What follows belongs to an exercise in optimizing a design on an open flow for small area, a short achievable clock period and few clock cycles per item; a production flow would make more cautious choices.
The RTL was checked by simulation tests, not by an equivalence proof against the original design.

## flow/design.v (module list and top-level ports; edited modules follow where they fit)
// module chroma_window: 94 lines
// module csc_sum: 500 lines
// module filt_sum: 146 lines
// module rgb_packer: 113 lines
// module yuv_to_rgb: 49 lines
module yuv_to_rgb (
	input logic CLOCK_50_I,
	input logic resetn,
	input logic in_valid,
	input logic [SAMPLE_W-1:0] in_y_even,
	input logic [SAMPLE_W-1:0] in_y_odd,
	input logic [SAMPLE_W-1:0] in_u,
	input logic [SAMPLE_W-1:0] in_v,
	output logic busy,
	output logic out_valid,
	output logic [WORD_W-1:0] out_word,
	output logic out_line_end
);
  // ...
==> flow/flow/run.sh <==
#!/bin/bash
set -euo pipefail
bash standard.sh SETUP_SLACK_MARGIN=11 "BUFFER_PORTS_ARGS=-buffer_cell sky130_fd_sc_hd__buf_1" finish > make_finish.log 2>&1
==> flow/standard.sh <==
#!/bin/bash
# synth_recipe.tcl (not shown) runs the flow's synth.tcl, then flattens the netlist and writes it again
# the make line also repeats each setting of config.mk as NAME=value (left out here)
make -C /OpenROAD-flow-scripts/flow DESIGN_CONFIG=/design/flow/config.mk WORK_HOME=/design/flow/orfs CLKGATE_MAP_FILE= SYNTH_SCRIPT=/design/flow/synth_recipe.tcl "${@:-finish}"
==> flow/config.mk <==
export PLATFORM = sky130hd
export DESIGN_NAME = yuv_to_rgb
export DESIGN_NICKNAME = yuv_to_rgb
export VERILOG_FILES = /design/flow/design.v
export SDC_FILE = /design/flow/constraint.sdc
export NUM_CORES = 4
export LEC_CHECK = 0
export CAP_MARGIN = 20
export CORE_MARGIN = 2
export CORE_UTILIZATION = 60
export CTS_CLUSTER_DIAMETER = 100
export CTS_CLUSTER_SIZE = 30
export PLACE_DENSITY = 0.7
export SLEW_MARGIN = 20
==> flow/constraint.sdc <==
create_clock -name core_clock -period 15.0 [get_ports {CLOCK_50_I}]
set_input_delay 3.0000 -clock core_clock [delete_from_list [all_inputs] [get_ports {CLOCK_50_I}]]
set_output_delay 3.0000 -clock core_clock [all_outputs]
set_load 0.01 [all_outputs]
==> qor.txt, run 1 <==
Min Tclk post-route: 4010 ps
Nonclk buf count: 73
Busiest grt layer: met2
Adder-Cell Fraction of Synth Area: 0.337
Post-synthesis mux area share: 0.0507
Top-area cell type share of the netlist area: 0.270
Status: complete, no violations
R2R depth: 12
Clock sink count: 359
Startpoint Class: register
First-pass GRT wire length: 57200 um
Syn-to-layout area delta: 7.83%
Area of the multi-input gates: 9340 um^2
Final core occ: 0.652
Unrepaired setup endpoints after global routing: true
Post-detailed-route DRC marker count: 0
Met3 global-route usage: 0.0316
Placer Congestion: 0.926
Slew @ Worst Pin: 798 ps
Die height: 185 um
Post-synthesis simple-gate area fraction: 0.0381
Largest class: multi-input gates
Yosys warnings: 6
Testbench counts, summed over its fixed seeds: cycles 15,496, items 5,120.
==> inputs of run 2 (changes only) <==
==> flow/flow/run.sh (replaced) <==
#!/bin/bash
set -euo pipefail
R=orfs/results/${FLOW_PLATFORM:-sky130hd}/yuv_to_rgb/base
bash standard.sh synth > make_synth.log 2>&1
python3 flow/polarity.py $R/1_2_yosys.v > polarity.log 2>&1
rm -f $R/1_synth.odb $R/1_synth.sdc
bash standard.sh SETUP_SLACK_MARGIN=11 "BUFFER_PORTS_ARGS=-buffer_cell sky130_fd_sc_hd__buf_1" finish > make_finish.log 2>&1
==> flow/flow/polarity.py (new file) <==
#!/usr/bin/env python3
"""Remove inverters around full adders in a mapped sky130 netlist.

A full adder is self-dual: FA(~a, ~b, ~c) = (~cout, ~sum).  Yosys leaves
inverters between adder cells; this script chooses, per fa cell, whether it
computes on the complements of its inputs (and so gives complemented
outputs), to need as few inverters as possible, then rewrites the netlist
with one inverter per net that some load needs complemented.  Only
combinational cells change; every register keeps its name, cell and nets.

usage: polarity.py NETLIST.v   (rewritten in place; the original is kept as
NETLIST.v.orig)
"""
import re, sys, shutil

path = sys.argv[1]
src = open(path).read()

mod_start = src.index("module ")
body_end = src.rindex("endmodule")
cell_re = re.compile(r"^  (sky130_fd_sc_hd__\w+) (\S+)\s+\((.*?)\n  \);\n", re.S | re.M)
pin_re = re.compile(r"\.(\w+)\(([^()]*)\)")

cells = []
for m in cell_re.finditer(src):
    typ, name, body = m.group(1), m.group(2), m.group(3)
    pins = [(p, n.strip()) for p, n in pin_re.findall(body)]
    cells.append({"typ": typ, "name": name, "pins": pins, "span": m.span()})

OUT = {"X", "Y", "Q", "Q_N", "SUM", "COUT", "HI", "LO"}
ports = set()
for m in re.finditer(r"^\s*output\s+(?:\[(\d+):(\d+)\]\s+)?(\S+);", src, re.M):
    if m.group(1):
        for i in range(int(m.group(2)), int(m.group(1)) + 1):
            ports.add(f"{m.group(3)}[{i}]")
    else:
        ports.add(m.group(3))

def is_inv(c):
    return c["typ"].startswith("sky130_fd_sc_hd__inv_")

def is_fa(c):
    return c["typ"].startswith("sky130_fd_sc_hd__fa_")

driver = {}
for c in cells:
    for p, n in c["pins"]:
        if p in OUT:
            driver[n] = (c, p)

# inverters we may remove: output not a port
removable = [c for c in cells if is_inv(c) and dict(c["pins"])["Y"] not in ports]
rem_ids = set(id(c) for c in removable)

def literal(n):
    """(base net, polarity) of net n, looking through removable inverters."""
    pol = 0
    seen = 0
    while n in driver and id(driver[n][0]) in rem_ids and seen < 8:
        n = dict(driver[n][0]["pins"])["A"]
        pol ^= 1
        seen += 1
    return n, pol

fas = [c for c in cells if is_fa(c)]
fa_out = {}   # base net -> fa index (for fa outputs)
for i, c in enumerate(fas):
    for p, n in c["pins"]:
        if p in ("SUM", "COUT"):
            fa_out[n] = i

# loads: every input pin of a kept cell
loads = []    # (cell, pin, base net, pol, fa index of the cell or -1)
fa_index = {id(c): i for i, c in enumerate(fas)}
for c in cells:
    if id(c) in rem_ids:
        continue
    for p, n in c["pins"]:
        if p in OUT or p in ("VPWR", "VGND", "VPB", "VNB"):
            continue
        b, pol = literal(n)
        loads.append((c, p, b, pol, fa_index.get(id(c), -1)))
# nets seen by the port list (outputs driven through removable inverters
# cannot occur: those inverters are kept)

flip = [0] * len(fas)

def need(load):
    """(physical net, inverted?) a load needs under the current flips."""
    c, p, b, pol, fi = load
    inv = pol
    if b in fa_out and flip[fa_out[b]]:
        inv ^= 1
    if fi >= 0 and flip[fi]:
        inv ^= 1
    return b, inv

# nets touched by each fa: its input base nets and its output nets
from collections import defaultdict
loads_of_net = defaultdict(list)
for ld in loads:
    loads_of_net[ld[2]].append(ld)
touch = []
for i, c in enumerate(fas):
    nets = set()
    for p, n in c["pins"]:
        if p in OUT:
            nets.add(n)
        else:
            nets.add(literal(n)[0])
    touch.append(nets)

def net_cost(b):
    return 1 if any(need(ld)[1] for ld in loads_of_net[b]) else 0

def cost_of(nets):
    return sum(net_cost(b) for b in nets)

before = sum(net_cost(b) for b in loads_of_net)

def descend(order):
    rounds = 0
    changed = True
    while changed and rounds < 50:
        changed = False
        rounds += 1
        for i in order:
            c0 = cost_of(touch[i])
            flip[i] ^= 1
            c1 = cost_of(touch[i])
            if c1 < c0:
                changed = True
            else:
                flip[i] ^= 1
    return sum(net_cost(b) for b in loads_of_net)

import random
rng = random.Random(1)
best = None
for attempt in range(200):
    order = list(range(len(fas)))
    if attempt:
        rng.shuffle(order)
        for i in range(len(fas)):
            flip[i] = rng.randrange(2) if attempt % 2 else 0
    else:
        for i in range(len(fas)):
            flip[i] = 0
    cost = descend(order)
    if best is None or cost < best[0]:
        best = (cost, list(flip))
flip[:] = best[1]
after = best[0]
print(f"inverters before {len(removable)} (needed nets {before}), after {after}; "
      f"{sum(flip)} of {len(fas)} adders flipped")

# ---------------------------------------------------------------- rewrite
def fmt(n):
    return n + " " if n.startswith("\\") else n

newnet = {}
decl = []
def fresh(prefix):
    k = len(decl)
    n = f"_pol{prefix}{k}_"
    decl.append(n)
    return n

phys = {}     # fa output base net -> physical net when flipped
for i, c in enumerate(fas):
    if flip[i]:
        for p, n in c["pins"]:
            if p in ("SUM", "COUT"):
                phys[n] = fresh("o")

invnet = {}   # physical net -> its complement's net
new_cells = []
def complement(pn):
    if pn not in invnet:
        y = fresh("i")
        invnet[pn] = y
        new_cells.append(f"  sky130_fd_sc_hd__inv_1 _polinv{len(new_cells)}_ (\n    .A({fmt(pn)}),\n    .Y({y})\n  );\n")
    return invnet[pn]

pinmap = {}   # (id(cell), pin) -> net
for ld in loads:
    c, p, b, pol, fi = ld
    pb, inv = need(ld)
    pn = phys.get(pb, pb)
    pinmap[(id(c), p)] = complement(pn) if inv else pn
for i, c in enumerate(fas):
    if flip[i]:
        for p, n in c["pins"]:
            if p in ("SUM", "COUT"):
                pinmap[(id(c), p)] = phys[n]

# a flipped adder's original output net may be a port or feed nothing else:
# a port net must still be driven, by an inverter from the physical net
for i, c in enumerate(fas):
    if flip[i]:
        for p, n in c["pins"]:
            if p in ("SUM", "COUT") and n in ports:
                new_cells.append(f"  sky130_fd_sc_hd__inv_1 _polinv{len(new_cells)}_ (\n    .A({phys[n]}),\n    .Y({fmt(n)})\n  );\n")

out = []
pos = 0
for c in cells:
    s, e = c["span"]
    out.append(src[pos:s])
    pos = e
    if id(c) in rem_ids:
        continue
    lines = [f"  {c['typ']} {fmt(c['name'])} ("]
    pl = []
    for p, n in c["pins"]:
        pl.append(f"    .{p}({fmt(pinmap.get((id(c), p), n))})")
    lines.append(",\n".join(pl))
    lines.append("  );\n")
    out.append("\n".join(lines))
rest = src[pos:]
k = rest.rindex("endmodule")
out.append(rest[:k])
out.extend(new_cells)
out.append(rest[k:])
text = "".join(out)
# declare the new nets after the module header's port list
hdr_end = text.index(";", text.index("module ")) + 1
text = text[:hdr_end] + "\n" + "".join(f"  wire {n};\n" for n in decl) + text[hdr_end:]
shutil.copy(path, path + ".orig")
open(path, "w").write(text)
print(f"wrote {path}: {len(new_cells)} inverters")
==> run 2 against run 1 <==
Effect of this change:
- still clean on timing, DRC and antenna
- flip-flop and latch count is the same
- cell count shrank 9.0%
- hold slack gained 9.0 ps
- maximum frequency grew 1.1%
- global-route usage grew 0.17 points
==> qor.txt, run 2 <==
Max clock buf depth: 3
Worst Skew: 28.4 ps
Unrepaired setup endpoints after global routing: true
Final nets: 1821
Startpoint Class: register
Post-synth net total: 1743
Max_cap viols: 0
Via Count: 9687
Commonest non-fill, non-tap cell in the layout: fa_1
Arrival time worst endpoint: 960 ps
Type of the worst min-delay path: register to register
Mapped Area: 19000 um^2
Mean area per synthesized cell: 14.2 um^2
Largest registers: decode_i.u_sr: 48 flops, decode_i.v_sr: 48 flops
Root Driver: clkbuf_16
Critical path type: register to primary output
Peak Freq: 252 MHz
Clock sink count: 359 (unchanged)
Tcrit/Tclk final: 0.264
Most frequent cells in the layout: 255 x fa_1, 191 x inv_1, 160 x edfxtp_1, 158 x dfxtp_1, 104 x nand2_1
Antenna Nets Post-Route: 0
Crit-path leading delay family: flip-flops
Slew @ Worst Pin: 1050 ps (+252 ps)
Worst R2R Setup Slack: 11050 ps
Final core occ: 0.657 (+0.00475)
Die ar.: 33100 um^2
Critical Path Start: result_i.out_word[4]
Router iterations before antenna repair: 4
Syn-to-layout area delta: 8.43%
Fin. max-slew vios: 0
DP HPWL: 26700 um
DIE WIDTH: 182 um
Total grt overflow: 0
Min Tclk post-route: 3960 ps (-43.2 ps)
Number of global-route vias before repair: 10400
Worst R2R Start: result_i.pu[7]
Final Hold Fails: 0
Initial antenna violation count: 0
Min-Delay Startpoint: decode_i.y_odd_q[0]
Count of final setup violators: 0
Largest net degree at the start of global routing: 81
Final setup TNS: 0 ps
Critical path buffers and inverters: 1
Die height: 182 um (-1.4%)
Post-detailed-route DRC marker count: 0 (unchanged)
Status: complete, no violations
Diode count: 0
Routed WL per cell: 19.1 um
Worst Path Max Fanout: 1
Starting Density: 0.606
Vias per cell: 5.28
Cell row count: 65
CP max-delay cell: dfxtp_1
# H-tree levels: 1
WP data required: 12000 ps
Total track usage: 0.223
I/O Buffers: 53
Number of buffers created by CTS: 16
Starting DRT DRC Count: 499
Yosys warnings: 6 (unchanged)
Max incr delay on CP: 320 ps
Post-Route WL: 35000 um
Hold buffer count at CTS: 0
Placer Congestion: 0.923 (-0.37%)
Layout cells sized above 1: 0.128
Clock tree from TritonCTS: yes
Mapped Cells: 1344
First-pass GRT wire length: 56400 um (-1.4%)
Cell chain of the critical path: buf_2
Core footprint: 31400 um^2
Skew-Pair Late Insertion Delay: 520 ps
Worst slew margin: 0.300
Clock transition at path regs: 110 ps
IO Pins: 54
Crit end category: primary output
run 2: what timing repair did:
action                                  4_1_cts  5_1_grt
gates resized for setup                      33       37
hold endpoints to repair                      0        0
buffers inserted                              5       12
endpoints found under the setup margin      105      131
cloned                                        4        1
run 2: per-layer routing:
layer,wire length [um],vias to the layer above,track usage
li1,-,4543,-
met1,15900,4860,0.326
met2,16000,237,0.353
met3,2300,47,0.0451
met4,745,0,0.0510
met5,0,-,0
run 2: stage by stage:
step	setup WS, ps	std cells	area, um^2	hold slack, ps
6_report	11040	1834	20600	351
4_1_cts	11000	1820	20400	354
2_1_floorplan	10440	1344	19000	323
3_5_place_dp	9560	1783	19700	329
5_1_grt	10940	1834	20600	362
3_3_place_gp	9620	1783	19700	323
run 2: layout make-up:
class / instances / area, um^2
Fill cell: 2260 / 10800
Multi-Input combinational cell: 770 / 9340
Sequential cell: 359 / 8930
Inverter: 195 / 747
Timing Repair Buffer: 80 / 581
Tap cell: 402 / 503
Clock buffer: 24 / 452
Clock inverter: 4 / 82.6
run 2: final timing paths:
path,cells after the start,endpoint
max,1,out_word[4]
min,0,result_i.y_odd_q[0]
max reg2reg,11,result_i.g_c_q
min reg2reg,0,result_i.y_odd_q[0]
max in group asynchronous,2,result_i.a[1]
min in group asynchronous,2,decode_i.pair_cnt[2]
==> inputs of run 3 (changes only) <==
--- a/flow/flow/polarity.py
+++ b/flow/flow/polarity.py
@@ -177,9 +177,7 @@
 new_cells = []
 def complement(pn):
     if pn not in invnet:
-        y = fresh("i")
-        invnet[pn] = y
-        new_cells.append(f"  sky130_fd_sc_hd__inv_1 _polinv{len(new_cells)}_ (\n    .A({fmt(pn)}),\n    .Y({y})\n  );\n")
+        invnet[pn] = fresh("i")
     return invnet[pn]
 
 pinmap = {}   # (id(cell), pin) -> net
@@ -202,6 +200,30 @@
             if p in ("SUM", "COUT") and n in ports:
                 new_cells.append(f"  sky130_fd_sc_hd__inv_1 _polinv{len(new_cells)}_ (\n    .A({phys[n]}),\n    .Y({fmt(n)})\n  );\n")
 
+# A half adder on two complemented inputs is an xor2 and a nor2 on the
+# uncomplemented ones: HA(~a, ~b) = (a ^ b, ~(a | b)).
+uncomp = {y: pn for pn, y in invnet.items()}
+gates = {}    # id(ha cell) -> replacement text
+for c in cells:
+    if id(c) in rem_ids or not c["typ"].startswith("sky130_fd_sc_hd__ha_"):
+        continue
+    a = pinmap.get((id(c), "A"), dict(c["pins"])["A"])
+    b = pinmap.get((id(c), "B"), dict(c["pins"])["B"])
+    if a in uncomp and b in uncomp:
+        pa, pb = uncomp[a], uncomp[b]
+        pins = dict(c["pins"])
+        so = pinmap.get((id(c), "SUM"), pins["SUM"])
+        co = pinmap.get((id(c), "COUT"), pins["COUT"])
+        pinmap[(id(c), "A")] = pa
+        pinmap[(id(c), "B")] = pb
+        gates[id(c)] = (f"  sky130_fd_sc_hd__xor2_1 _polx{len(gates)}_ (\n    .A({fmt(pa)}),\n    .B({fmt(pb)}),\n    .X({fmt(so)})\n  );\n"
+                        f"  sky130_fd_sc_hd__nor2_1 _poln{len(gates)}_ (\n    .A({fmt(pa)}),\n    .B({fmt(pb)}),\n    .Y({fmt(co)})\n  );\n")
+used = set(pinmap.values())
+for pn, y in invnet.items():
+    if y in used:
+        new_cells.append(f"  sky130_fd_sc_hd__inv_1 _polinv{len(new_cells)}_ (\n    .A({fmt(pn)}),\n    .Y({y})\n  );\n")
+print(f"{len(gates)} half adders on complemented inputs became xor2 + nor2")
+
 out = []
 pos = 0
 for c in cells:
@@ -209,6 +231,9 @@
     out.append(src[pos:s])
     pos = e
     if id(c) in rem_ids:
+        continue
+    if id(c) in gates:
+        out.append(gates[id(c)])
         continue
     lines = [f"  {c['typ']} {fmt(c['name'])} ("]
     pl = []
@@ -228,4 +253,4 @@
 text = text[:hdr_end] + "\n" + "".join(f"  wire {n};\n" for n in decl) + text[hdr_end:]
 shutil.copy(path, path + ".orig")
 open(path, "w").write(text)
-print(f"wrote {path}: {len(new_cells)} inverters")
+print(f"wrote {path}: {sum(1 for x in new_cells if 'inv_1' in x)} inverters")
==> run 3 against run 2 <==
Effect of this change:
- synthesized cell count fell by 0.22%
- sequential share of layout area increased by 0.44 points
- clock-buffer cell count decreased by 1
- non-clock buffer count decreased by 11
- clock skew decreased by 6.4 ps
- global-route usage increased by 0.35 points
- die area decreased by 0.44%
- via count grew 1.1%
- cell count fell by 0.71%
- maximum frequency decreased by 1.7%
- highest routed layer unchanged
==> qor.txt, run 3 <==
Status: complete, no violations
Fill cell count: 2263 (+0.13%)
Min Tclk post-route: 4030 ps (+69.1 ps)
Mean area per synthesized cell: 14.1 um^2 (-0.23%)
Slew @ Worst Pin: 926 ps (-125 ps)
Area of the multi-input gates: 9330 um^2 (about the same)
Startpoint Class: register
Antenna Nets Post-Route: 0 (unchanged)
Commonest non-fill, non-tap cell in the layout: fa_1
Worst Skew: 21.9 ps (-6.44 ps)
WP data required: 12000 ps (about the same)
Worst slew margin: 0.383 (+0.0831)
Router iterations before antenna repair: 4 (unchanged)
Max clock buf depth: 3 (unchanged)
I/O Buffers: 53 (unchanged)
Type of the worst min-delay path: register to register
Via Count: 9790 (+1.1%)
Final core occ: 0.653 (-0.00405)
Die ar.: 33000 um^2 (-0.44%)
Starting DRT DRC Count: 501 (+0.40%)
Number of global-route vias before repair: 10700 (+3.4%)
Post-synth net total: 1720 (-1.3%)
Syn-to-layout area delta: 7.97%
Skew-Pair Late Insertion Delay: 530 ps (about the same)
Final setup TNS: 0 ps (unchanged)
Post-place setup slack: 9350 ps (-217 ps)
Total grt overflow: 0 (unchanged)
Placement Cell Area: 19600 um^2 (-0.39%)
Total track usage: 0.227 (+0.00348)
Peak Freq: 248 MHz (-1.7%)
Layout cells sized above 1: 0.120 (-0.00860)
Post-detailed-route DRC marker count: 0 (unchanged)
Arrival time worst endpoint: 1030 ps (+70 ps)
Tcrit/Tclk final: 0.269 (+0.00461)
Critical path buffers and inverters: 1 (unchanged)
Fin. max-slew vios: 0 (unchanged)
IO Pins: 54 (unchanged)
Cell chain of the critical path: buf_6
# H-tree levels: 1 (unchanged)
Die height: 182 um (-0.22%)
Mapped Area: 18900 um^2 (-0.45%)
Most frequent cells in the layout: 255 x fa_1, 172 x inv_1, 160 x edfxtp_1, 160 x dfxtp_1, 104 x nand2_1
Clock sink count: 359 (unchanged)
Vias per cell: 5.38 (+1.8%)
Final Hold Fails: 0 (unchanged)
Final nets: 1787 (-1.9%)
DP HPWL: 26900 um (+0.98%)
Max incr delay on CP: 380 ps (+60 ps)
Non-filler cells in the finished layout: 1821 (-0.71%)
Starting Density: 0.605 (-0.00118)
Post-Place Cells: 1781 (-0.11%)
Clock transition at path regs: 110 ps (about the same)
Fin area: 20400 um^2 (-0.87%)
Cell row count: 65 (unchanged)
Critical path type: register to primary output
First-pass GRT wire length: 57100 um (+1.3%)
Unrepaired setup endpoints after global routing: true
Placer Congestion: 0.875 (-5.2%)
Crit end category: primary output
Number of buffers created by CTS: 17 (+1)
Count of final setup violators: 0 (unchanged)
Core footprint: 31300 um^2 (-0.26%)
Mapped Cells: 1341 (-0.22%)
Final worst slack: 10970 ps (-69.1 ps)
Max_cap viols: 0 (unchanged)
Initial antenna violation count: 1 (+1)
Routed WL per cell: 19.5 um (+2.0%)
CP max-delay cell: dfxtp_4
DIE WIDTH: 182 um (-0.22%)
Post-Route WL: 35400 um (+1.3%)
Hold Slack: 336 ps (-14.4 ps)
Largest net degree at the start of global routing: 65 (-20%)
Reg area: 8940 um^2 (+0.13%)
Clock tree from TritonCTS: yes
Crit-path leading delay family: flip-flops
Hold buffer count at CTS: 0 (unchanged)
Largest registers: decode_i.u_sr: 48 flops, decode_i.v_sr: 48 flops
Worst Path Max Fanout: 1 (unchanged)
Yosys warnings: 6 (unchanged)
Root Driver: clkbuf_16
run 3: cell types whose count changed in the layout (fill, tap and decap cells not counted), moves of 3 or more:
cell        delta
dfxtp_4        +5
nor2_1        +20
buf_6          -4
buf_2          +6
inv_1         -19
buf_4         -11
xor2_1        +20
ha_1          -20
dfxtp_2        -7
clkinvlp_4     -3
run 3: per-layer routing:
layer / share of wire / up-vias / wire length [um] / track usage
met5: 0 / - / 0 / 0
met4: 0.031 / 0 / 1090 / 0.0683
met3: 0.042 / 46 / 1480 / 0.0311
met2: 0.50 / 207 / 17600 / 0.385
met1: 0.43 / 5004 / 15300 / 0.309
li1: - / 4533 / - / -
run 3: layout make-up:
type	count	area share
Multi-Input combinational cell	789	0.456
Sequential cell	359	0.437
Inverter	172	0.0316
Tap cell	402	0.0246
Timing Repair Buffer	69	0.0237
Clock buffer	23	0.0219
Clock inverter	6	0.00471
Antenna cell	1	0.000122
run 3: timing repair:
item,in CTS,in global routing
endpoints found under the setup margin,141,84
gates cloned,3,1
gates resized for setup,49,20
setup buffers,3,3
run 3: path summary, 6_finish.rpt:
path / startpoint / end / slack (ps) / cells after the start
min in group asynchronous: resetn / decode_i.pair_cnt[2] / 2430 / 2
worst min register to register: decode_i.y_odd_q[6] / result_i.y_odd_q[6] / 340 / 0
worst min-delay path: decode_i.y_odd_q[6] / result_i.y_odd_q[6] / 340 / 0
max in group asynchronous: resetn / result_i.a[1] / 12290 / 2
worst max register to register: result_i.a[1] / result_i.p0_q[7] / 11100 / 10
worst max-delay path: decode_i.busy_q / busy / 10970 / 1
==> inputs of run 4 (changes only) <==
--- a/flow/config.mk
+++ b/flow/config.mk
@@ -8,7 +8,8 @@
 export CAP_MARGIN = 20
 export CORE_MARGIN = 2
 export CORE_UTILIZATION = 60
-export CTS_CLUSTER_DIAMETER = 100
-export CTS_CLUSTER_SIZE = 30
+export CTS_BUF_LIST = sky130_fd_sc_hd__clkbuf_8
+export CTS_CLUSTER_DIAMETER = 70
+export CTS_CLUSTER_SIZE = 18
 export PLACE_DENSITY = 0.7
 export SLEW_MARGIN = 20
==> run 4 against run 3 <==
Effect of this change:
- setup slack lost 76 ps
- first-iteration DRC count fell by 9.8%
- die area did not move
- utilization is essentially flat
- clock-buffer cell count increased by 5
==> qor.txt, run 4 <==
Worst r2r dst: result_i.p2_q[7]
WP depth: 1 (unchanged)
Die ar.: 33000 um^2 (unchanged)
Placement Cell Area: 19600 um^2 (unchanged)
Cell chain of the critical path: buf_6
Post-place setup slack: 9350 ps (unchanged)
Mapped Area: 18900 um^2 (unchanged)
Clock tree from TritonCTS: yes
Root Driver: clkbuf_8
R2R depth: 10 (unchanged)
Final nets: 1793 (+0.34%)
Die height: 182 um (unchanged)
Min-Delay Startpoint: decode_i.y_odd_q[6]
Fill cell count: 2274 (+0.49%)
Crit end category: primary output
Arrival time worst endpoint: 1110 ps (+80 ps)
Status: complete, no violations
Core footprint: 31300 um^2 (unchanged)
Busiest grt layer: met2
Peak Freq: 243 MHz (-1.8%)
Vias per cell: 5.37 (-0.20%)
Syn-to-layout area delta: 7.90% (about the same)
Starting Density: 0.605 (unchanged)
Met3 global-route usage: 0.0363 (+0.00521)
Via Count: 9856 (+0.67%)
Worst R2R Setup Slack: 11080 ps (-20 ps)
Largest registers: decode_i.u_sr: 48 flops, decode_i.v_sr: 48 flops
Type of the worst min-delay path: register to register
Slew @ Worst Pin: 930 ps (+3.90 ps)
Hold endpoint: result_i.y_odd_q[6]
Startpoint Class: register
Worst Path Max Fanout: 1 (unchanged)
Hold Slack: 351 ps (+14.3 ps)
Post-Route WL: 35300 um (-0.38%)
Critical path buffers and inverters: 1 (unchanged)
Mapped Cells: 1341 (unchanged)
I/O Buffers: 53 (unchanged)
Router iterations before antenna repair: 4 (unchanged)
Total grt overflow: 0 (unchanged)
DP HPWL: 26900 um (unchanged)
Most frequent cells in the layout: 254 x fa_1, 183 x inv_1, 160 x edfxtp_1, 159 x dfxtp_1, 104 x nand2_1
Initial antenna violation count: 1 (unchanged)
Routed WL per cell: 19.2 um (-1.3%)
Worst slew margin: 0.380 (-0.00260)
First-pass GRT wire length: 57300 um (+0.31%)
Min Tclk post-route: 4110 ps (+75.6 ps)
Count of final setup violators: 0 (unchanged)
Final core occ: 0.653 (about the same)
Post-Place Cells: 1781 (unchanged)
Layout cells sized above 1: 0.128 (+0.00773)
Cell row count: 65 (unchanged)
DIE WIDTH: 182 um (unchanged)
Tcrit/Tclk final: 0.274 (+0.00504)
Worst R2R Start: result_i.a[1]
Number of buffers created by CTS: 27 (+10)
Met1 usage: 0.309 (-0.000617)
CP max-delay cell: dfxtp_4
Fin area: 20400 um^2 (about the same)
Antenna Nets Post-Route: 0 (unchanged)
Non-filler cells in the finished layout: 1837 (+0.88%)
Hold buffer count at CTS: 0 (unchanged)
Placer Congestion: 0.875 (unchanged)
IO Pins: 54 (unchanged)
Clock transition at path regs: 100 ps (about the same)
Max clock buf depth: 3 (unchanged)
Yosys warnings: 6 (unchanged)
Clock sink count: 359 (unchanged)
Unrepaired setup endpoints after global routing: true
Number of global-route vias before repair: 10800 (+0.70%)
Max_cap viols: 0 (unchanged)
Hold Crit Depth: 0 (unchanged)
Worst Skew: 31.0 ps (+9.11 ps)
Largest net degree at the start of global routing: 65 (unchanged)
Final worst slack: 10890 ps (-75.6 ps)
Commonest non-fill, non-tap cell in the layout: fa_1
WP data required: 12000 ps (about the same)
Critical path type: register to primary output
Mean area per synthesized cell: 14.1 um^2 (unchanged)
Starting DRT DRC Count: 452 (-9.8%)
Max incr delay on CP: 380 ps (about the same)
Total track usage: 0.228 (+0.00109)
Final setup TNS: 0 ps (unchanged)
Post-synth net total: 1720 (unchanged)
Post-detailed-route DRC marker count: 0 (unchanged)
Skew-Pair Late Insertion Delay: 610 ps (+80 ps)
M2 GR Usage: 0.384 (-0.00153)
Fin. max-slew vios: 0 (unchanged)
Crit-path leading delay family: flip-flops
Final Hold Fails: 0 (unchanged)
# H-tree levels: 1 (unchanged)
## run 4: cell type report
type / instances / area (um^2) / area share
Inverter: 172 / 646 / 0.0316
Tap cell: 402 / 503 / 0.0246
Clock inverter: 21 / 189 / 0.00925
Clock buffer: 28 / 385 / 0.0189
Timing Repair Buffer: 65 / 444 / 0.0217
Sequential cell: 359 / 8930 / 0.437
Multi-Input combinational cell: 789 / 9330 / 0.457
Antenna cell: 1 / 2.50 / 0.000122
## run 4: metal layers
layer	up-vias	wire length, um	part of all wire
met5	-	0	0
li1	4552	-	-
met1	5014	15000	0.43
met4	0	1130	0.032
met2	229	17500	0.50
met3	61	1670	0.047
## run 4: worst max-delay path by stage
stage,startpoint,end
after detailed placement,in_valid,decode_i.u_sr[44]
final,decode_i.busy_q,busy
after CTS,decode_i.busy_q,busy
after global placement,in_valid,decode_i.u_sr[43]
after floorplan,in_valid,decode_i.u_sr[10]
after global routing,decode_i.busy_q,busy
## run 4: timing repair
action / in CTS / in global routing
gates resized for setup: 51 / 17
endpoints found under the setup margin: 143 / 89
cloned: 3 / 0
buffers inserted: 3 / 0
pin swaps: 0 / 1
==> inputs of run 5 (changes only) <==
==> flow/flow/run.sh (replaced) <==
#!/bin/bash
set -euo pipefail
R=orfs/results/${FLOW_PLATFORM:-sky130hd}/yuv_to_rgb/base
bash standard.sh synth > make_synth.log 2>&1
python3 flow/polarity.py $R/1_2_yosys.v > polarity.log 2>&1
rm -f $R/1_synth.odb $R/1_synth.sdc
bash standard.sh SETUP_SLACK_MARGIN=11.2 "BUFFER_PORTS_ARGS=-buffer_cell sky130_fd_sc_hd__buf_1" finish > make_finish.log 2>&1
--- a/flow/config.mk
+++ b/flow/config.mk
@@ -8,8 +8,7 @@
 export CAP_MARGIN = 20
 export CORE_MARGIN = 2
 export CORE_UTILIZATION = 60
-export CTS_BUF_LIST = sky130_fd_sc_hd__clkbuf_8
-export CTS_CLUSTER_DIAMETER = 70
-export CTS_CLUSTER_SIZE = 18
+export CTS_CLUSTER_DIAMETER = 100
+export CTS_CLUSTER_SIZE = 30
 export PLACE_DENSITY = 0.7
 export SLEW_MARGIN = 20
==> run 5 against run 4 <==
Effect of this change:
- hold slack worse by 5.5 ps
- critical endpoint unchanged
- largest cell class unchanged
- global-route usage up 0.30 points
- flip-flop and latch count unchanged
- final area up 1.8%
- clock-buffer cell count down 3
- via count up 0.83%
- critical path depth unchanged
- setup slack better by 89 ps
- cell count up 0.65%
- still clean on timing, DRC and antenna
==> qor.txt, run 5 <==
Status: complete, no violations
Router iterations before antenna repair: 7 (+3)
Count of final setup violators: 0 (unchanged)
Crit-path leading delay family: flip-flops
Commonest non-fill, non-tap cell in the layout: fa_1
Worst r2r dst: result_i.p2_q[7]
Startpoint Class: register
WP depth: 1 (unchanged)
Hold Slack: 345 ps (-5.51 ps)
R2R depth: 10 (unchanged)
Max clock buf depth: 3 (unchanged)
Mapped Area: 18900 um^2 (unchanged)
DIE WIDTH: 182 um (unchanged)
Fin. max-slew vios: 0 (unchanged)
Largest net degree at the start of global routing: 42 (-35%)
I/O Buffers: 53 (unchanged)
Hold endpoint: result_i.y_odd_q[0]
First-pass GRT wire length: 57800 um (+0.89%)
Worst Skew: 34.4 ps (+3.43 ps)
Layout cells sized above 1: 0.156 (+0.0286)
Min Tclk post-route: 4020 ps (-89.5 ps)
Post-Place Cells: 1782 (+0.056%)
Die height: 182 um (unchanged)
CP max-delay cell: dfxtp_4
Diode count: 0 (-1)
Mapped Cells: 1341 (unchanged)
Worst R2R Setup Slack: 11230 ps (+150 ps)
Unrepaired setup endpoints after global routing: true
Post-synth net total: 1720 (unchanged)
Post-Route WL: 36100 um (+2.3%)
Total grt overflow: 0 (unchanged)
Critical path type: register to primary output
Peak Freq: 249 MHz (+2.2%)
Yosys warnings: 6 (unchanged)
Tcrit/Tclk final: 0.268 (-0.00597)
Most frequent cells in the layout: 245 x fa_1, 168 x inv_1, 160 x edfxtp_1, 155 x dfxtp_1, 104 x nand2_1
Vias per cell: 5.37 (+0.18%)
Die ar.: 33000 um^2 (unchanged)
Max_cap viols: 0 (unchanged)
Fin area: 20800 um^2 (+1.8%)
Syn-to-layout area delta: 9.79%
Final worst slack: 10980 ps (+89.5 ps)
Cell row count: 65 (unchanged)
Largest registers: decode_i.u_sr: 48 flops, decode_i.v_sr: 48 flops
Worst slew margin: 0.288 (-0.0923)
Max layer used: met4
Wire length on met2: 17100 um (-2.5%)
Total track usage: 0.231 (+0.00297)
Critical path buffers and inverters: 1 (unchanged)
Post-detailed-route DRC marker count: 0 (unchanged)
Worst R2R Start: result_i.a[1]
# H-tree levels: 1 (unchanged)
Post-place setup slack: 9510 ps (+163 ps)
WP data required: 12000 ps (about the same)
Final nets: 1816 (+1.3%)
Max incr delay on CP: 380 ps (about the same)
Worst Path Max Fanout: 1 (unchanged)
Skew-Pair Late Insertion Delay: 520 ps (-90 ps)
Number of buffers created by CTS: 17 (-37%)
Final setup TNS: 0 ps (unchanged)
Clock tree from TritonCTS: yes
Core footprint: 31300 um^2 (unchanged)
Via Count: 9938 (+0.83%)
Placer Congestion: 0.888 (+1.5%)
Starting DRT DRC Count: 678 (+50%)
IO Pins: 54 (unchanged)
Placement Cell Area: 19600 um^2 (+0.17%)
Starting Density: 0.605 (unchanged)
DR WL met3: 1960 um (+17%)
Crit end category: primary output
Non-filler cells in the finished layout: 1849 (+0.65%)
Type of the worst min-delay path: register to register
Routed WL per cell: 19.5 um (+1.6%)
Final Hold Fails: 0 (unchanged)
Hold buffer count at CTS: 0 (unchanged)
Slew @ Worst Pin: 1070 ps (+138 ps)
Clock transition at path regs: 110 ps (about the same)
Clock sink count: 359 (unchanged)
Initial antenna violation count: 1 (unchanged)
Antenna Nets Post-Route: 0 (unchanged)
Arrival time worst endpoint: 1020 ps (-90 ps)
Cell chain of the critical path: buf_6
Mean area per synthesized cell: 14.1 um^2 (unchanged)
Number of global-route vias before repair: 10600 (-1.8%)
M1 wire length: 16400 um (+9.0%)
Hold Crit Depth: 0 (unchanged)
DP HPWL: 26500 um (-1.6%)
Root Driver: clkbuf_16
Min-Delay Startpoint: decode_i.y_odd_q[0]
-- run 5: layout make-up --
| class | count | area, um^2 |
|---|---|---|
| clock buffer | 25 | 455 |
| clock inverter | 4 | 80.1 |
| fill | 2216 | 10500 |
| inverter | 172 | 661 |
| multi-input combinational | 790 | 9420 |
| sequential | 359 | 8940 |
| tap | 402 | 503 |
| timing repair buffer | 97 | 732 |
-- run 5: how the worst max path moves through the flow --
stage / startpoint / to / slack [ps]
after floorplan: in_valid / decode_i.u_sr[10] / 10440
after global placement: in_valid / decode_i.y_even_q[3] / 9590
after detailed placement: in_valid / decode_i.y_odd_d[1][2] / 9510
after CTS: decode_i.busy_q / busy / 10950
after global routing: decode_i.busy_q / busy / 10940
final: decode_i.busy_q / busy / 10980
-- run 5: per-stage QoR --
stage | util
finish | 0.664
global route | 0.664
CTS | 0.654
detailed placement | 0.627
global placement | 0.626
floorplan | -
-- run 5: layer usage --
layer  up-vias  GRT usage
li1       4574          -
met1      5059      0.337
met2       266      0.371
met3        39     0.0375
met4         0     0.0530
met5         -          0
-- run 5: what timing repair did --
item | in CTS | in global routing
endpoints found under the setup margin | 180 | 51
pin swaps | 1 | 1
setup buffers | 5 | 27
gates resized for setup | 60 | 34
gates cloned | 6 | 0
==> inputs of run 6 (changes only) <==
==> flow/flow/run.sh (replaced) <==
#!/bin/bash
set -euo pipefail
R=orfs/results/${FLOW_PLATFORM:-sky130hd}/yuv_to_rgb/base
bash standard.sh synth > make_synth.log 2>&1
python3 flow/polarity.py $R/1_2_yosys.v > polarity.log 2>&1
rm -f $R/1_synth.odb $R/1_synth.sdc
bash standard.sh SETUP_SLACK_MARGIN=11 "CTS_ARGS=-sink_clustering_enable -repair_clock_nets -sink_clustering_size 30 -sink_clustering_max_diameter 100 -dont_use_dummy_load" "BUFFER_PORTS_ARGS=-buffer_cell sky130_fd_sc_hd__buf_1" finish > make_finish.log 2>&1
==> run 6 against run 5 <==
Effect of this change:
- still clean
- critical path depth is the same
- hold slack lost 8.9 ps
- wire length is 2.0% lower
- first-iteration DRC count shrank 33%
- cell count shrank 1.9%
- synthesized area unchanged
- synthesized cell count stayed put
- final area is 2.0% lower
- non-clock buffer count fell by 23
- global-route usage shrank 0.47 points
- highest routed layer unchanged
==> qor.txt, run 6 <==
Initial antenna violation count: 1 (unchanged)
R2R depth: 10 (unchanged)
Number of buffers created by CTS: 17 (unchanged)
Largest net degree at the start of global routing: 65 (+55%)
Post-Place Cells: 1781 (-0.056%)
Layout cells sized above 1: 0.122 (-0.0343)
Hold endpoint: result_i.y_odd_q[6]
Total track usage: 0.226 (-0.00468)
Worst Path Max Fanout: 1 (unchanged)
Starting Density: 0.605 (unchanged)
Crit end category: primary output
IO Pins: 54 (unchanged)
Starting DRT DRC Count: 457 (-33%)
Antenna Nets Post-Route: 0 (unchanged)
Mean area per synthesized cell: 14.1 um^2 (unchanged)
Max layer used: met4
Worst R2R Setup Slack: 11090 ps (-140 ps)
Worst R2R Start: result_i.a[1]
Worst r2r dst: result_i.p1_q[7]
Worst Skew: 66.1 ps (+31.7 ps)
I/O Buffers: 53 (unchanged)
Die height: 182 um (unchanged)
Cell chain of the critical path: buf_6
Routed WL per cell: 19.5 um (-0.15%)
Mapped Area: 18900 um^2 (unchanged)
Fin. max-slew vios: 0 (unchanged)
Slew @ Worst Pin: 924 ps (-144 ps)
Hold buffer count at CTS: 0 (unchanged)
Clock transition at path regs: 110 ps (about the same)
Max incr delay on CP: 380 ps (about the same)
Critical path buffers and inverters: 1 (unchanged)
Fin area: 20400 um^2 (-2.0%)
Min-Delay Startpoint: decode_i.y_odd_q[6]
Vias per cell: 5.37 (about the same)
Post-synth net total: 1720 (unchanged)
Post-detailed-route DRC marker count: 0 (unchanged)
WP depth: 1 (unchanged)
Post-Route WL: 35400 um (-2.0%)
Placer Congestion: 0.875 (-1.5%)
Peak Freq: 249 MHz (-0.12%)
Placement Cell Area: 19600 um^2 (-0.17%)
Largest registers: decode_i.u_sr: 48 flops, decode_i.v_sr: 48 flops
DR WL met3: 1510 um (-23%)
Wire length on met2: 17700 um (+3.7%)
Core footprint: 31300 um^2 (unchanged)
Hold Crit Depth: 0 (unchanged)
Startpoint Class: register
Clock sink count: 359 (unchanged)
Skew-Pair Late Insertion Delay: 520 ps (about the same)
M1 wire length: 15200 um (-7.3%)
WP data required: 12000 ps (about the same)
Arrival time worst endpoint: 1020 ps (about the same)
Die ar.: 33000 um^2 (unchanged)
Unrepaired setup endpoints after global routing: true
Yosys warnings: 6 (unchanged)
Max clock buf depth: 3 (unchanged)
Router iterations before antenna repair: 4 (-3)
# H-tree levels: 1 (unchanged)
Clock tree from TritonCTS: yes
Mapped Cells: 1341 (unchanged)
Worst slew margin: 0.384 (+0.0961)
Final setup TNS: 0 ps (unchanged)
DIE WIDTH: 182 um (unchanged)
Final Hold Fails: 0 (unchanged)
Cell row count: 65 (unchanged)
Commonest non-fill, non-tap cell in the layout: fa_1
Root Driver: clkbuf_16
Non-filler cells in the finished layout: 1814 (-1.9%)
Critical path type: register to primary output
Tcrit/Tclk final: 0.268 (+0.000327)
DP HPWL: 26900 um (+1.6%)
Syn-to-layout area delta: 7.57%
Max_cap viols: 0 (unchanged)
Crit-path leading delay family: flip-flops
Status: complete, no violations
Via Count: 9743 (-2.0%)
First-pass GRT wire length: 56900 um (-1.5%)
Total grt overflow: 0 (unchanged)
Most frequent cells in the layout: 256 x fa_1, 170 x inv_1, 160 x edfxtp_1, 158 x dfxtp_1, 104 x nand2_1
CP max-delay cell: dfxtp_4
Number of global-route vias before repair: 10700 (+0.91%)
Min Tclk post-route: 4020 ps (+4.90 ps)
Type of the worst min-delay path: register to register
Count of final setup violators: 0 (unchanged)
Final nets: 1792 (-1.3%)
-- run 6: metal layers --
metal,track usage,vias to the layer above
li1,-,4523
met1,0.309,4987
met2,0.384,191
met3,0.0321,42
met4,0.0647,0
met5,0,-
-- run 6: layout make-up --
class / instances / area [um^2]
inverter: 172 / 653
timing repair buffer: 74 / 523
tap: 402 / 503
multi-input combinational: 789 / 9330
sequential: 359 / 8940
antenna: 1 / 2.50
clock buffer: 17 / 425
fill: 2262 / 10900
-- run 6: worst max-delay path by stage --
stage	start	end
5_1_grt	decode_i.busy_q	busy
2_1_floorplan	in_valid	decode_i.u_sr[10]
4_1_cts	decode_i.busy_q	busy
3_3_place_gp	in_valid	decode_i.u_sr[43]
3_5_place_dp	in_valid	decode_i.u_sr[44]
6_report	decode_i.busy_q	busy
-- run 6: through the flow --
stage	setup slack [ps]	util	hold slack, ps
CTS	10950	0.645	343
floorplan	10440	-	323
global placement	9420	0.625	326
detailed placement	9350	0.625	327
global route	10940	0.650	351
finish	10980	0.651	336
-- run 6: repair_timing --
| action | 4_1_cts | 5_1_grt |
|---|---|---|
| hold endpoints to repair | 0 | 0 |
| buffers inserted | 3 | 8 |
| cloned | 3 | 1 |
| resized for setup | 36 | 36 |
| setup endpoints to repair | 130 | 85 |
==> inputs of run 7 (changes only) <==
--- a/flow/config.mk
+++ b/flow/config.mk
@@ -7,8 +7,9 @@
 export LEC_CHECK = 0
 export CAP_MARGIN = 20
 export CORE_MARGIN = 2
-export CORE_UTILIZATION = 60
+export CORE_UTILIZATION = 65
 export CTS_CLUSTER_DIAMETER = 100
 export CTS_CLUSTER_SIZE = 30
-export PLACE_DENSITY = 0.7
+export GPL_TIMING_DRIVEN = 0
+export PLACE_DENSITY = 0.75
 export SLEW_MARGIN = 20
==> run 7 against run 6 <==
Effect of this change:
- still clean
- setup slack improved by 52 ps
- final area is 0.27% higher
- synthesized cell count did not move
- wire length shrank 0.62%
- utilization up 6.1 points
- synthesized area unchanged
==> qor.txt, run 7 <==
Number of buffers created by CTS: 16 (-1)
Fin. max-slew vios: 0 (unchanged)
Antenna Nets Post-Route: 0 (unchanged)
Placer Congestion: 0.910 (+4.0%)
Yosys warnings: 6 (unchanged)
Unrepaired setup endpoints after global routing: true
Clock tree from TritonCTS: yes
Final Hold Fails: 0 (unchanged)
Layout cells sized above 1: 0.134 (+0.0120)
Placement Cell Area: 19700 um^2 (+0.54%)
Initial antenna violation count: 0 (-1)
WP data required: 15400 ps (+3400 ps)
Min Tclk post-route: 3970 ps (-52.5 ps)
Clock sink count: 359 (unchanged)
Hold Slack: 335 ps (-0.931 ps)
Core footprint: 28700 um^2 (-8.3%)
Root Driver: clkbuf_16
Die height: 175 um (-3.8%)
Final nets: 1815 (+1.3%)
First-pass GRT wire length: 56500 um (-0.72%)
Worst Path Max Fanout: 10 (+9)
I/O Buffers: 53 (unchanged)
Hold buffer count at CTS: 0 (unchanged)
Post-detailed-route DRC marker count: 0 (unchanged)
DP HPWL: 27200 um (+1.2%)
Slew @ Worst Pin: 779 ps (-145 ps)
Final setup TNS: 0 ps (unchanged)
Type of the worst min-delay path: register to register
Mapped Cells: 1341 (unchanged)
IO Pins: 54 (unchanged)
Worst Skew: 76.6 ps (+10.5 ps)
Starting DRT DRC Count: 588 (+29%)
DIE WIDTH: 175 um (-3.8%)
Crit end category: register
Fin area: 20400 um^2 (+0.27%)
Max clock buf depth: 3 (unchanged)
Startpoint Class: register
Clock transition at path regs: 110 ps (about the same)
Syn-to-layout area delta: 7.86%
Most frequent cells in the layout: 248 x fa_1, 169 x inv_1, 160 x edfxtp_1, 159 x dfxtp_1, 104 x nand2_1
Worst slew margin: 0.480 (+0.0958)
Die ar.: 30500 um^2 (-7.5%)
Diode count: 0 (-1)
Arrival time worst endpoint: 4370 ps (+3350 ps)
Commonest non-fill, non-tap cell in the layout: fa_1
Fill cell count: 1943 (-14%)
Total track usage: 0.243 (+0.0167)
Skew-Pair Late Insertion Delay: 520 ps (about the same)
Starting Density: 0.660 (+0.0550)
Count of final setup violators: 0 (unchanged)
Router iterations before antenna repair: 5 (+1)
Peak Freq: 252 MHz (+1.3%)
Status: complete, no violations
Mean area per synthesized cell: 14.1 um^2 (unchanged)
# H-tree levels: 1 (unchanged)
Mapped Area: 18900 um^2 (unchanged)
Largest registers: decode_i.u_sr: 48 flops, decode_i.v_sr: 48 flops
Final worst slack: 11030 ps (+52.5 ps)
Largest net degree at the start of global routing: 57 (-12%)
Via Count: 9849 (+1.1%)
Total grt overflow: 0 (unchanged)
Max_cap viols: 0 (unchanged)
Tcrit/Tclk final: 0.265 (-0.00350)
Routed WL per cell: 19.3 um (-0.84%)
Critical path type: register to register
Post-place setup slack: 9920 ps (+572 ps)
Number of global-route vias before repair: 10600 (-1.1%)
Post-synth net total: 1720 (unchanged)
Vias per cell: 5.42 (+0.87%)
Post-Route WL: 35100 um (-0.62%)
Cell row count: 62 (-4.6%)
## run 7: critical path: stages, from the launching register on
cell,delay [ps]
dfrtp_2,490
buf_4,150
clkbuf_8,180
mux2_2,370
fa_2,410
fa_2,370
fa_2,360
fa_2,360
fa_2,360
fa_2,370
fa_1,440
## run 7: final timing paths
path / start / endpoint / slack [ps] / cells after the start
setup / recovery: result_i.a[1] / result_i.p1_q[7] / 11030 / 10
hold / removal: decode_i.y_odd_q[0] / result_i.y_odd_q[0] / 340 / 0
setup reg to reg: result_i.a[1] / result_i.p1_q[7] / 11030 / 10
hold reg to reg: decode_i.y_odd_q[0] / result_i.y_odd_q[0] / 340 / 0
max in group asynchronous: resetn / result_i.a[1] / 12080 / 1
min in group asynchronous: resetn / result_i.a[0] / 2480 / 1
## run 7: repair_timing
item / 4_1_cts / 5_1_grt
gates cloned: 1 / 0
resized for setup: 48 / 33
pin swaps: 0 / 2
endpoints found under the setup margin: 164 / 29
buffers inserted: 6 / 15
## run 7: final cells by class
type / instances / area (um^2) / share of cell area
Multi-Input combinational cell: 789 / 9340 / 0.457
Sequential cell: 359 / 8930 / 0.437
Clock buffer: 16 / 400 / 0.0196
Inverter: 172 / 657 / 0.0322
Tap cell: 384 / 480 / 0.0235
Buffer: 22 / 176 / 0.00864
Timing Repair Buffer: 76 / 440 / 0.0216
## run 7: layer usage
layer  GRT usage  vias to the layer above  wire (um)
met5           0                        -          0
li1            -                     4565          -
met1       0.356                     4950      15600
met3      0.0387                       60       2210
met4      0.0628                        0        843
met2       0.388                      274      16500
## run 7: metrics by stage
stage	std cells	utilization
after global routing	1818	0.712
after global placement	1778	0.684
after CTS	1803	0.706
final	1818	0.712
after floorplan	1341	-
after detailed placement	1780	0.686
==> inputs of run 8 (changes only) <==
--- a/flow/config.mk
+++ b/flow/config.mk
@@ -10,6 +10,5 @@
 export CORE_UTILIZATION = 65
 export CTS_CLUSTER_DIAMETER = 100
 export CTS_CLUSTER_SIZE = 30
-export GPL_TIMING_DRIVEN = 0
 export PLACE_DENSITY = 0.75
 export SLEW_MARGIN = 20
==> run 8 against run 7 <==
Effect of this change:
- critical endpoint is now out_word[5]
- via count down 0.32%
- wire length down 0.26%
- clock-buffer cell count up 1
- hold slack worse by 14 ps
- still clean
- clock skew up 6.3 ps
- first-iteration DRC count up 4.6%
- die area unchanged
==> qor.txt, run 8 <==
Status: complete, no violations
Worst R2R Setup Slack: 11080 ps (+50 ps)
Layout cells sized above 1: 0.125 (-0.00880)
Arrival time worst endpoint: 960 ps (-3410 ps)
Mean area per synthesized cell: 14.1 um^2 (unchanged)
Largest registers: decode_i.u_sr: 48 flops, decode_i.v_sr: 48 flops
Crit-path leading delay family: flip-flops
Largest net degree at the start of global routing: 89 (+56%)
Min-Delay Startpoint: decode_i.y_odd_q[0]
Die height: 175 um (unchanged)
Count of final setup violators: 0 (unchanged)
Placer Congestion: 0.923 (+1.4%)
Via Count: 9817 (-0.32%)
Crit end category: primary output
Area of the multi-input gates: 9340 um^2 (about the same)
Min Tclk post-route: 3960 ps (-8.40 ps)
Most frequent cells in the layout: 252 x fa_1, 170 x inv_1, 161 x dfxtp_1, 160 x edfxtp_1, 104 x nand2_1
First-pass GRT wire length: 56800 um (+0.58%)
WP data required: 12000 ps (-3400 ps)
Root Driver: clkbuf_16
Tcrit/Tclk final: 0.264 (-0.000560)
Clock tree from TritonCTS: yes
I/O Buffers: 53 (unchanged)
Starting Density: 0.660 (unchanged)
Worst Path Max Fanout: 1 (-9)
Total grt overflow: 0 (unchanged)
Antenna Nets Post-Route: 0 (unchanged)
Final setup TNS: 0 ps (unchanged)
Cell chain of the critical path: buf_6
Slew @ Worst Pin: 1030 ps (+256 ps)
Die ar.: 30500 um^2 (unchanged)
Number of global-route vias before repair: 10600 (+0.14%)
Syn-to-layout area delta: 7.37%
Clock transition at path regs: 100 ps (about the same)
Fill cell count: 1922 (-1.1%)
Type of the worst min-delay path: register to register
Fin. max-slew vios: 0 (unchanged)
Startpoint Class: register
Mapped Area: 18900 um^2 (unchanged)
Commonest non-fill, non-tap cell in the layout: fa_1
Critical Path Start: result_i.out_word[5]
Clock sink count: 359 (unchanged)
Yosys warnings: 6 (unchanged)
Critical path type: register to primary output
Post-place setup slack: 9590 ps (-331 ps)
Vias per cell: 5.46 (+0.73%)
Worst slew margin: 0.304 (-0.176)
IO Pins: 54 (unchanged)
Final worst slack: 11040 ps (+8.40 ps)
Final Hold Fails: 0 (unchanged)
Peak Freq: 252 MHz (+0.21%)
Max incr delay on CP: 330 ps (-160 ps)
DP HPWL: 26800 um (-1.5%)
Unrepaired setup endpoints after global routing: true
Routed WL per cell: 19.5 um (+0.79%)
Number of buffers created by CTS: 17 (+1)
CP max-delay cell: dfxtp_2
Cell row count: 62 (unchanged)
Reg area: 8930 um^2 (about the same)
Core footprint: 28700 um^2 (unchanged)
Mapped Cells: 1341 (unchanged)
Diode count: 0 (unchanged)
Starting DRT DRC Count: 615 (+4.6%)
Post-detailed-route DRC marker count: 0 (unchanged)
Total track usage: 0.244 (+0.000850)
DIE WIDTH: 175 um (unchanged)
Initial antenna violation count: 0 (unchanged)
Final nets: 1796 (-1.0%)
Post-Route WL: 35100 um (-0.26%)
Max clock buf depth: 3 (unchanged)
Worst R2R Start: result_i.a[1]
Worst Skew: 82.9 ps (+6.32 ps)
# H-tree levels: 1 (unchanged)
Skew-Pair Late Insertion Delay: 530 ps (about the same)
Post-synth net total: 1720 (unchanged)
Max_cap viols: 0 (unchanged)
Critical path buffers and inverters: 1 (-1)
Router iterations before antenna repair: 4 (-1)
==> run 8: final cells by class <==
class                      instances  share of cell area
multi-input combinational        790               0.460
sequential                       359               0.439
inverter                         172              0.0321
tap                              384              0.0236
timing repair buffer              77              0.0246
clock buffer                      17              0.0209
==> run 8: worst reg2reg max path, stage by stage, from the launching register on <==
cell	delay (ps)
dfrtp_2	400
buf_12	150
mux2_2	390
ha_1	200
fa_1	400
fa_2	370
fa_1	400
fa_2	360
fa_2	370
fa_2	360
fa_1	430
==> run 8: path summary, 6_finish.rpt <==
path                                               to  depth (start not counted)
worst max register to register       result_i.p2_q[7]                         10
worst min register to register    result_i.y_odd_q[0]                          0
worst max-delay path                      out_word[5]                          1
worst min-delay path              result_i.y_odd_q[0]                          0
min in group asynchronous        decode_i.pair_cnt[2]                          2
max in group asynchronous       decode_i.flush_cnt[1]                          2
==> run 8: routing by layer <==
layer  vias up  routed length [um]  global-route usage  share of wire
met5         -                   0                   0              0
met4         0                 816              0.0615          0.023
met3        60                1700              0.0324          0.049
met2       257               16300               0.387           0.46
met1      4976               16300               0.365           0.46
li1       4524                   -                   -              -
==> run 8: through the flow <==
| step | instances | hold slack, ps | utilization | area, um^2 |
|---|---|---|---|---|
| 5_1_grt | 1799 | 329 | 0.708 | 20300 |
| 3_5_place_dp | 1763 | 327 | 0.682 | 19600 |
| 6_report | 1799 | 321 | 0.708 | 20300 |
| 4_1_cts | 1785 | 326 | 0.702 | 20200 |
| 3_3_place_gp | 1763 | 325 | 0.682 | 19600 |
| 2_1_floorplan | 1341 | 323 | - | 19000 |
==> run 8: timing repair <==
item	in CTS	in global routing
hold buffers	0	0
cloned	4	0
endpoints found under the setup margin	111	118
setup buffers	1	14
hold endpoints to repair	0	0
gates resized for setup	34	31
==> inputs of run 9 (changes only) <==
--- a/flow/config.mk
+++ b/flow/config.mk
@@ -5,10 +5,10 @@
 export SDC_FILE = /design/flow/constraint.sdc
 export NUM_CORES = 4
 export LEC_CHECK = 0
-export CAP_MARGIN = 20
+export CAP_MARGIN = 5
 export CORE_MARGIN = 2
 export CORE_UTILIZATION = 65
 export CTS_CLUSTER_DIAMETER = 100
 export CTS_CLUSTER_SIZE = 30
 export PLACE_DENSITY = 0.75
-export SLEW_MARGIN = 20
+export SLEW_MARGIN = 5
==> run 9 against run 8 <==
Effect of this change:
- cell count decreased by 0.22%
- clock-buffer cell count unchanged
- largest cell class unchanged
- highest routed layer unchanged
==> qor.txt, run 9 <==
I/O Buffers: 53 (unchanged)
Max layer used: met4
Critical path buffers and inverters: 1 (unchanged)
Cell chain of the critical path: buf_6
Antenna Nets Post-Route: 0 (unchanged)
Peak Freq: 252 MHz (-0.23%)
Yosys warnings: 6 (unchanged)
Total track usage: 0.242 (-0.00218)
Max incr delay on CP: 330 ps (about the same)
Startpoint Class: register
Initial antenna violation count: 0 (unchanged)
Diode count: 0 (unchanged)
DP HPWL: 26800 um (about the same)
Arrival time worst endpoint: 970 ps (about the same)
Min Tclk post-route: 3970 ps (+9.10 ps)
Hold Slack: 325 ps (+4.31 ps)
Hold Crit Depth: 0 (unchanged)
Post-synth net total: 1720 (unchanged)
Mapped Cells: 1341 (unchanged)
Most frequent cells in the layout: 252 x fa_1, 171 x inv_1, 162 x dfxtp_1, 160 x edfxtp_1, 104 x nand2_1
Unrepaired setup endpoints after global routing: true
Routed WL per cell: 19.6 um (+0.54%)
Type of the worst min-delay path: register to register
Fin area: 20300 um^2 (-0.11%)
Placer Congestion: 0.923 (unchanged)
Clock sink count: 359 (unchanged)
Wire length on met2: 16300 um (about the same)
Critical path type: register to primary output
Post-detailed-route DRC marker count: 0 (unchanged)
Core footprint: 28700 um^2 (unchanged)
Router iterations before antenna repair: 5 (+1)
Max clock buf depth: 3 (unchanged)
Starting DRT DRC Count: 586 (-4.7%)
Clock tree from TritonCTS: yes
Largest net degree at the start of global routing: 89 (unchanged)
Final Hold Fails: 0 (unchanged)
Crit-path leading delay family: flip-flops
CP max-delay cell: dfxtp_2
Die height: 175 um (unchanged)
# H-tree levels: 1 (unchanged)
Starting Density: 0.660 (unchanged)
Number of global-route vias before repair: 10600 (-0.58%)
WP data required: 12000 ps (about the same)
Number of buffers created by CTS: 17 (unchanged)
Root Driver: clkbuf_16
Post-Route WL: 35200 um (+0.32%)
Post-place setup slack: 9590 ps (unchanged)
Clock transition at path regs: 100 ps (about the same)
M1 wire length: 15700 um (-3.6%)
Via Count: 9892 (+0.76%)
Mean area per synthesized cell: 14.1 um^2 (unchanged)
Fin. max-slew vios: 0 (unchanged)
Slew @ Worst Pin: 1240 ps (+204 ps)
Status: complete, no violations
Final core occ: 0.708 (-0.000785)
Skew-Pair Late Insertion Delay: 540 ps (about the same)
IO Pins: 54 (unchanged)
WP depth: 1 (unchanged)
Final worst slack: 11030 ps (-9.10 ps)
Commonest non-fill, non-tap cell in the layout: fa_1
Syn-to-layout area delta: 7.25%
Placement Cell Area: 19600 um^2 (about the same)
Vias per cell: 5.51 (+0.99%)
Crit end category: primary output
Worst Skew: 86.7 ps (+3.79 ps)
Cell row count: 62 (unchanged)
Total grt overflow: 0 (unchanged)
Count of final setup violators: 0 (unchanged)
DR WL met3: 2440 um (+44%)
Die ar.: 30500 um^2 (unchanged)
Final nets: 1792 (-0.22%)
Final setup TNS: 0 ps (unchanged)
DIE WIDTH: 175 um (unchanged)
Tcrit/Tclk final: 0.265 (+0.000607)
First-pass GRT wire length: 56400 um (-0.81%)
Worst slew margin: 0.174 (-0.129)
Layout cells sized above 1: 0.120 (-0.00461)
Worst Path Max Fanout: 1 (unchanged)
Largest registers: decode_i.u_sr: 48 flops, decode_i.v_sr: 48 flops
Max_cap viols: 0 (unchanged)
Mapped Area: 18900 um^2 (unchanged)
R2R depth: 10 (unchanged)
-- run 9: stage by stage --
stage               instances
floorplan                1341
global placement         1763
detailed placement       1763
CTS                      1785
global route             1795
finish                   1795
-- run 9: metal layers --
layer | global-route usage | up-vias
li1 | - | 4513
met1 | 0.358 | 5002
met2 | 0.382 | 314
met3 | 0.0413 | 63
met4 | 0.0569 | 0
met5 | 0 | -
-- run 9: path summary, 6_finish.rpt --
check,end,slack [ps],startpoint
max,out_word[5],11030,result_i.out_word[5]
min,result_i.y_odd_q[0],330,decode_i.y_odd_q[0]
max reg2reg,result_i.p0_q[7],11080,result_i.a[1]
min reg2reg,result_i.y_odd_q[0],330,decode_i.y_odd_q[0]
max in group asynchronous,decode_i.flush_cnt[1],12280,resetn
min in group asynchronous,decode_i.pair_cnt[2],2430,resetn
-- run 9: area by class of cell --
| cell class | count | area, um^2 |
|---|---|---|
| clock buffer | 17 | 425 |
| fill | 1931 | 8390 |
| inverter | 172 | 649 |
| multi-input combinational | 790 | 9340 |
| sequential | 359 | 8930 |
| tap | 384 | 480 |
| timing repair buffer | 73 | 483 |
-- run 9: timing repair --
item	4_1_cts	5_1_grt
setup buffers	1	9
setup endpoints to repair	112	117
resized for setup	35	27
hold buffers	0	0
endpoints found under the hold margin	0	0
cloned	4	1

-- afterwards: timing with drivers on the ports --
Ports are ideal in the flow. The routed layouts listed here were re-timed in OpenROAD.
Step 1 (the two cells are an assumption about what drives the block):
set clk [get_ports {CLOCK_50_I}]
set_driving_cell -lib_cell sky130_fd_sc_hd__clkbuf_16 $clk
set_driving_cell -lib_cell sky130_fd_sc_hd__buf_2 [delete_from_list [all_inputs] $clk]
Step 2, shift: input delay + t, output delay - t, t = (earliest + latest rising clock arrival at the registers) / 2. This alone moves slack from input paths to output paths.
a / b / c = ideal ports / drivers / drivers and shift; a / b = the first two.
| run | t, ns | setup slack, ns | latest minus earliest clock arrival (ns) | worst data-port slew with drivers (ns) | pins driven straight from the clock port |
|---|---|---|---|---|---|
| run 1 | 0.576 | 10.995 / 10.943 / 10.565 | 0.035 / 0.035 | 0.04 | 1 |
| run 2 | 0.556 | 11.038 / 10.988 / 10.555 | 0.034 / 0.034 | 0.03 | 1 |
| run 3 | 0.568 | 10.969 / 10.917 / 10.557 | 0.025 / 0.025 | 0.05 | 1 |
| run 4 | 0.645 | 10.893 / 10.845 / 10.494 | 0.036 / 0.036 | 0.05 | 1 |
| run 5 | 0.556 | 10.982 / 10.931 / 10.694 | 0.036 / 0.036 | 0.04 | 1 |
| run 6 | 0.542 | 10.978 / 10.926 / 10.577 | 0.069 / 0.069 | 0.05 | 1 |
| run 7 | 0.534 | 11.030 / 10.985 / 10.599 | 0.077 / 0.077 | 0.03 | 1 |
| run 8 | 0.539 | 11.038 / 10.987 / 10.579 | 0.087 / 0.087 | 0.04 | 1 |
| run 9 | 0.541 | 11.029 / 10.981 / 10.568 | 0.089 / 0.089 | 0.04 | 1 |
After both steps every run listed still meets setup and hold. For run 2, which loses most, drivers alone change the setup slack by -0.050 ns; drivers and shift together by -0.483 ns.
